What follows belongs to an exercise in optimizing a design on an open flow for small area, a short achievable clock period and few clock cycles; a production flow would make more cautious choices. Function was checked by simulation only, so behaviour that the tests miss may differ from the original. Power is estimated from default activity; no workload was simulated.

old:
==> flow/design.v <==
package aip_pkg;
	localparam logic [7:0] CH_NUL = 8'h00;
	localparam logic [7:0] CH_ZERO = 8'h30;
	localparam logic [7:0] CH_X = 8'h78;
	localparam logic [7:0] CH_MINUS = 8'h2d;
	localparam logic [4:0] BASE_AUTO = 5'd0;
	localparam logic [4:0] BASE_DEC = 5'd10;
	localparam logic [4:0] BASE_HEX = 5'd16;
endpackage
module aip_core (
	input  logic [63:0] acc,
	input  logic [2:0]  one,
	input  logic [2:0]  two,
	input  logic [1:0]  neg,
	input  logic [3:0]  d,
	output logic [63:0] nxt
);
	logic [63:0] r0, r1, r2;
	logic [64:0] a;
	logic [63:0] x, y;
	assign a = {acc, 1'b0};
	always_comb begin
		for (int j = 0; j < 64; j++) begin
			r0[j] = ~(((one[0] & a[j+1]) | (two[0] & a[j])) ^ neg[0]);
			r1[j] = ~(((one[1] & a[j+1]) | (two[1] & a[j])) ^ neg[1]);
			r2[j] = ~((one[2] & a[j+1]) | (two[2] & a[j]));
		end
	end
	always_comb begin
		x = '1;
		y = '1;
		x[0] = r0[0];
		y[0] = ~d[0];
		x[1] = r0[1];
		y[1] = ~d[1];
		x[2] = r0[2] ^ r1[0] ^ ~d[2];
		y[3] = (r0[2] & r1[0]) | (r0[2] & ~d[2]) | (r1[0] & ~d[2]);
		y[2] = ~neg[1];
		x[3] = r0[3] ^ r1[1] ^ ~d[3];
		y[4] = (r0[3] & r1[1]) | (r0[3] & ~d[3]) | (r1[1] & ~d[3]);
		for (int j = 4; j < 64; j++) begin
			x[j] = r0[j] ^ r1[j-2] ^ r2[j-4];
			if (j < 63)
				y[j+1] = (r0[j] & r1[j-2]) | (r0[j] & r2[j-4]) | (r1[j-2] & r2[j-4]);
		end
	end
	aip_add u_add (
		.x   (x),
		.y   (y),
		.cin (neg[0]),
		.s   (nxt)
	);
endmodule
module aip_add (
	input  logic [63:0] x,
	input  logic [63:0] y,
	input  logic        cin,
	output logic [63:0] s
);
	logic [63:0] p0;
	logic [64:0] g [0:6];
	logic [64:0] p [0:6];
	always_comb begin
		p0 = x ^ y;   
		g[0][0] = cin;
		p[0][0] = 1'b0;
		for (int i = 0; i < 64; i++) begin
			g[0][i+1] = ~(x[i] | y[i]);
			p[0][i+1] = p0[i];
		end
		for (int l = 1; l <= 6; l++) begin
			for (int i = 0; i < 65; i++) begin
				if ((i >> (l-1)) & 1) begin
					g[l][i] = g[l-1][i] | (p[l-1][i] & g[l-1][((i >> (l-1)) << (l-1)) - 1]);
					p[l][i] = p[l-1][i] & p[l-1][((i >> (l-1)) << (l-1)) - 1];
				end else begin
					g[l][i] = g[l-1][i];
					p[l][i] = p[l-1][i];
				end
			end
		end
		for (int i = 0; i < 64; i++)
			s[i] = p0[i] ^ g[6][i];
	end
endmodule
module ascii_integer_parser (
	input  logic                     clk,
	input  logic                     arst_n,
	input  logic                     item_valid,
	output logic                     item_stall,
	input  logic [8:0]               item,
	output logic                     result_valid,
	input  logic                     result_stall,
	output logic [79:0]              result,
	input  logic                     cfg_we,
	input  logic                     cfg_index,
	input  logic [4:0]               cfg_data
);
	logic [4:0]  base_sel_q;
	logic        sgn_q;
	always_ff @(posedge clk or negedge arst_n) begin
		if (!arst_n) begin
			base_sel_q <= aip_pkg::BASE_AUTO;
			sgn_q <= 1'b1;
		end else if (cfg_we) begin
			if (cfg_index) sgn_q <= cfg_data[0];
			else base_sel_q <= cfg_data;
		end
	end
	logic        ph_prefix, ph_zero, ph_auto0, ph_auto0x, ph_digits;
	logic        neg;
	logic [4:0]  base;
	logic        hex;
	logic        op_v;           
	logic        op_ld;          
	logic [1:0]  op_mode;        
	logic [2:0]  op_one, op_two;   
	logic [1:0]  op_neg;
	logic [3:0]  op_d;
	logic        op_cset;        
	logic [1:0]  op_cval;
	logic        op_cinc;        
	logic        op_emit;
	logic        rv;
	logic        hold;
	logic        take;
	assign hold = op_v && rv && result_stall;
	assign item_stall = hold;
	assign take = item_valid && !hold;
	logic [7:0]  c;
	logic        f;
	assign c = item[8:1];
	assign f = item[0];
	logic        is_dec, is_hl, is_x, is_zero, is_minus, is_nul;
	logic [3:0]  dval;
	assign is_dec = (c[7:4] == 4'h3) && (c[3:0] <= 4'd9);
	assign is_hl = (c[7:6] == 2'b01) && (c[4:3] == 2'b00) && (c[2:0] != 3'd0) && (c[2:0] != 3'd7);
	assign is_x = (c == aip_pkg::CH_X);
	assign is_zero = (c == aip_pkg::CH_ZERO);
	assign is_minus = (c == aip_pkg::CH_MINUS);
	assign is_nul = (c == aip_pkg::CH_NUL);
	assign dval = is_dec ? c[3:0] : (c[3:0] + 4'd9);
	logic        auto_sel;
	logic [4:0]  first_base;
	logic        first_hex;
	assign auto_sel = (base_sel_q == aip_pkg::BASE_AUTO);
	assign first_base = auto_sel ? aip_pkg::BASE_DEC : base_sel_q;
	assign first_hex = (base_sel_q == aip_pkg::BASE_HEX);
	logic [2:0]  b_one, b_two;
	logic [1:0]  b_neg;
	always_comb begin
		b_one[0] = base[0];
		b_two[0] = base[1] & ~base[0];
		b_neg[0] = base[1];
		b_one[1] = base[2] ^ base[1];
		b_two[1] = (base[3] & ~base[2] & ~base[1]) | (~base[3] & base[2] & base[1]);
		b_neg[1] = base[3];
		b_one[2] = base[4] ^ base[3];
		b_two[2] = base[4] & base[3];
	end
	logic        hex_eff, digit;
	logic        n_prefix, n_zero, n_auto0, n_auto0x, n_digits;
	logic        n_neg;
	logic [4:0]  n_base;
	logic        n_hex;
	logic        o_ld;
	logic [1:0]  o_mode;
	logic [2:0]  o_one, o_two;
	logic [1:0]  o_neg;
	logic [3:0]  o_d;
	logic        o_cset;
	logic [1:0]  o_cval;
	logic        o_cinc;
	logic        o_emit;
	always_comb begin
		hex_eff = f ? first_hex : ph_auto0x ? 1'b1 : ph_auto0 ? 1'b0 : hex;
		digit = is_dec || (is_hl && hex_eff);
		n_prefix = ph_prefix;
		n_zero = ph_zero;
		n_auto0 = ph_auto0;
		n_auto0x = ph_auto0x;
		n_digits = ph_digits;
		n_neg = neg;
		n_base = base;
		n_hex = hex;
		o_ld = 1'b0;
		o_mode = 2'd1;
		o_one = b_one;
		o_two = b_two;
		o_neg = b_neg;
		o_d = dval;
		o_cset = 1'b0;
		o_cval = 2'd1;
		o_cinc = 1'b0;
		o_emit = 1'b0;
		if (f) begin
			o_ld = 1'b1;
			o_mode = 2'd0;
			o_one = 3'd0;
			o_two = 3'd0;
			o_neg = 2'd0;
			o_cset = 1'b1;
			n_prefix = 1'b0;
			n_zero = 1'b0;
			n_auto0 = 1'b0;
			n_auto0x = 1'b0;
			n_digits = 1'b0;
			n_neg = 1'b0;
			n_base = first_base;
			n_hex = first_hex;
			if (auto_sel && is_zero) begin
				o_d = 4'd0;
				n_auto0 = 1'b1;
			end else if (sgn_q && is_minus) begin
				o_d = 4'd0;
				n_neg = 1'b1;
				n_prefix = 1'b1;
			end else if (first_hex && is_zero) begin
				o_d = 4'd0;
				n_zero = 1'b1;
			end else if (digit) begin
				n_digits = 1'b1;
			end else begin
				o_d = 4'd0;
				o_cval = 2'd0;
				o_emit = 1'b1;
			end
		end else if (ph_prefix && hex && is_zero) begin
			o_cinc = 1'b1;
			n_prefix = 1'b0;
			n_zero = 1'b1;
		end else if (ph_zero && is_x) begin
			o_cinc = 1'b1;
			n_zero = 1'b0;
			n_digits = 1'b1;
		end else if (ph_auto0 && is_x) begin
			n_auto0 = 1'b0;
			n_auto0x = 1'b1;
		end else if (ph_auto0x && is_nul) begin
			n_base = aip_pkg::BASE_DEC;
			n_hex = 1'b0;
			n_auto0x = 1'b0;
			o_emit = 1'b1;
		end else if (ph_prefix || ph_zero || ph_auto0 || ph_auto0x || ph_digits) begin
			if (ph_auto0) begin
				n_base = aip_pkg::BASE_DEC;
				n_hex = 1'b0;
			end
			if (ph_auto0x) begin
				n_base = aip_pkg::BASE_HEX;
				n_hex = 1'b1;
				o_cset = 1'b1;
				o_cval = 2'd2;
			end
			n_prefix = 1'b0;
			n_zero = 1'b0;
			n_auto0 = 1'b0;
			n_auto0x = 1'b0;
			if (digit) begin
				o_ld = 1'b1;
				if (ph_auto0x) o_cval = 2'd3;
				else o_cinc = 1'b1;
				n_digits = 1'b1;
			end else begin
				o_ld = neg;
				o_mode = 2'd2;
				o_one = 3'b001;
				o_two = 3'd0;
				o_neg = 2'b01;
				o_d = 4'd0;
				o_emit = 1'b1;
				n_digits = 1'b0;
			end
		end
	end
	always_ff @(posedge clk or negedge arst_n) begin
		if (!arst_n) begin
			ph_prefix <= 1'b0;
			ph_zero <= 1'b0;
			ph_auto0 <= 1'b0;
			ph_auto0x <= 1'b0;
			ph_digits <= 1'b0;
		end else if (take) begin
			ph_prefix <= n_prefix;
			ph_zero <= n_zero;
			ph_auto0 <= n_auto0;
			ph_auto0x <= n_auto0x;
			ph_digits <= n_digits;
		end
	end
	always_ff @(posedge clk) begin
		if (take) begin
			neg <= n_neg;
			base <= n_base;
			hex <= n_hex;
		end
	end
	always_ff @(posedge clk or negedge arst_n) begin
		if (!arst_n) begin
			op_v <= 1'b0;
		end else if (!hold) begin
			op_v <= take && (o_ld || o_cset || o_cinc || o_emit);
		end
	end
	always_ff @(posedge clk) begin
		if (!hold) begin
			op_ld <= take && o_ld;
			op_mode <= o_mode;
			op_d <= o_d;
			op_cset <= take && o_cset;
			op_cval <= o_cval;
			op_cinc <= take && o_cinc;
			op_emit <= take && o_emit;
		end
	end
	always_ff @(posedge clk) begin
		if (hold) begin
			op_one <= (op_mode == 2'd1) ? b_one : (op_mode == 2'd2) ? 3'b001 : 3'd0;
			op_two <= (op_mode == 2'd1) ? b_two : 3'd0;
			op_neg <= (op_mode == 2'd1) ? b_neg : (op_mode == 2'd2) ? 2'b01 : 2'd0;
		end else begin
			op_one <= o_one;
			op_two <= o_two;
			op_neg <= o_neg;
		end
	end
	logic [63:0] acc;
	logic [63:0] acc_nxt;
	logic [15:0] cnt;
	aip_core u_core (
		.acc (acc),
		.one (op_one),
		.two (op_two),
		.neg (op_neg),
		.d   (op_d),
		.nxt (acc_nxt)
	);
	always_ff @(posedge clk) begin
		if (op_ld && !hold) acc <= acc_nxt;
		if (!hold) begin
			if (op_cset) cnt <= {14'd0, op_cval};
			else if (op_cinc && cnt != 16'hFFFF) cnt <= cnt + 16'd1;
		end
	end
	always_ff @(posedge clk or negedge arst_n) begin
		if (!arst_n) rv <= 1'b0;
		else if (!(rv && result_stall)) rv <= op_v && op_emit;
	end
	assign result_valid = rv;
	assign result = {acc, cnt};
endmodule
Settings: LEC_CHECK=0, CAP_MARGIN=20, CORE_MARGIN=2, CORE_UTILIZATION=55, CTS_BUF_LIST=sky130_fd_sc_hd__clkbuf_8, CTS_CLUSTER_DIAMETER=50, CTS_CLUSTER_SIZE=20, SETUP_SLACK_MARGIN=4.5, SLEW_MARGIN=20; clock period 9.0 ns.
standard.sh (not shown) runs the stock make flow with config.mk's settings and CLKGATE_MAP_FILE= SYNTH_SCRIPT=/design/flow/synth_recipe.tcl, a recipe that flattens the netlist after the stock synthesis.
==> flow/flow/run.sh <==
#!/bin/bash
# The standard layout, with plain buf_1 cells as the port buffers instead of the
# delay buffers buffer_ports picks by default.
set -euo pipefail
bash standard.sh "BUFFER_PORTS_ARGS=-buffer_cell sky130_fd_sc_hd__buf_1" finish > make_finish.log 2>&1
Testbench counts of old, summed over its fixed seeds: cycles 48,268.
> inputs changed (old -> new)
--- a/flow/design.v
+++ b/flow/design.v
@@ -113,8 +113,7 @@
 	logic        hex;
 	logic        op_v;           
 	logic        op_ld;          
-	logic [1:0]  op_mode;        
-	logic [2:0]  op_one, op_two;   
+	logic [2:0]  op_one, op_two;
 	logic [1:0]  op_neg;
 	logic [3:0]  op_d;
 	logic        op_cset;        
@@ -164,7 +163,6 @@
 	logic [4:0]  n_base;
 	logic        n_hex;
 	logic        o_ld;
-	logic [1:0]  o_mode;
 	logic [2:0]  o_one, o_two;
 	logic [1:0]  o_neg;
 	logic [3:0]  o_d;
@@ -184,7 +182,6 @@
 		n_base = base;
 		n_hex = hex;
 		o_ld = 1'b0;
-		o_mode = 2'd1;
 		o_one = b_one;
 		o_two = b_two;
 		o_neg = b_neg;
@@ -195,7 +192,6 @@
 		o_emit = 1'b0;
 		if (f) begin
 			o_ld = 1'b1;
-			o_mode = 2'd0;
 			o_one = 3'd0;
 			o_two = 3'd0;
 			o_neg = 2'd0;
@@ -263,7 +259,6 @@
 				n_digits = 1'b1;
 			end else begin
 				o_ld = neg;
-				o_mode = 2'd2;
 				o_one = 3'b001;
 				o_two = 3'd0;
 				o_neg = 2'b01;
@@ -305,7 +300,9 @@
 	always_ff @(posedge clk) begin
 		if (!hold) begin
 			op_ld <= take && o_ld;
-			op_mode <= o_mode;
+			op_one <= o_one;
+			op_two <= o_two;
+			op_neg <= o_neg;
 			op_d <= o_d;
 			op_cset <= take && o_cset;
 			op_cval <= o_cval;
@@ -313,17 +310,6 @@
 			op_emit <= take && o_emit;
 		end
 	end
-	always_ff @(posedge clk) begin
-		if (hold) begin
-			op_one <= (op_mode == 2'd1) ? b_one : (op_mode == 2'd2) ? 3'b001 : 3'd0;
-			op_two <= (op_mode == 2'd1) ? b_two : 3'd0;
-			op_neg <= (op_mode == 2'd1) ? b_neg : (op_mode == 2'd2) ? 2'b01 : 2'd0;
-		end else begin
-			op_one <= o_one;
-			op_two <= o_two;
-			op_neg <= o_neg;
-		end
-	end
 	logic [63:0] acc;
 	logic [63:0] acc_nxt;
 	logic [15:0] cnt;
Findings:
- Final setup skew: new vs old up 0.0049 ns
- Comparing fraction of the mapped netlist area in adder cells for new and old, the bigger number came from new.
- new vs old: clock-cell share of area down in new
- old ended up with acc[45] as its capturing instance or port of the critical path; new ended up with acc[50].
- The lower total power of new and old is in new.
- new finished all stages; the layout is clean.
- Lower largest fanout of any net on the critical path among new and old: old
- new vs old: first-iteration DRC count down in new
- Delta (new minus old): synthesis-to-layout area growth now sits higher, synthesized cell count now sits lower.
Testbench counts of new, summed over its fixed seeds: cycles 48,268.

==> re-timing with driven ports <==
The results above use ideal ports. As a check the final layouts listed here were re-extracted and re-timed, cells and wires unchanged. Step 1 assumes that a clkbuf_16 drives the clock port and a buf_2 every other input. Step 2 adds t to the input delays and takes it off the output delays; t is the mean of the earliest and latest rising clock arrival at the registers after step 1. Input paths then give back, and output paths get back, about the clock's delay inside the block. a / b / c = ideal / step 1 / step 2; a / b = the first two.
run	t, ns	slack for setup (ns)	hold slack, ns	worst slew at a driven data input, ns
old	0.492	4.677 / 4.677 / 4.416	0.481 / 0.481 / 0.481	0.03
new	0.477	4.673 / 4.673 / 4.383	0.502 / 0.502 / 0.502	0.03
After both steps setup and hold are still met in every run listed. For new, which loses most, drivers alone change the setup slack by 0.000 ns; drivers and shift together by -0.290 ns.
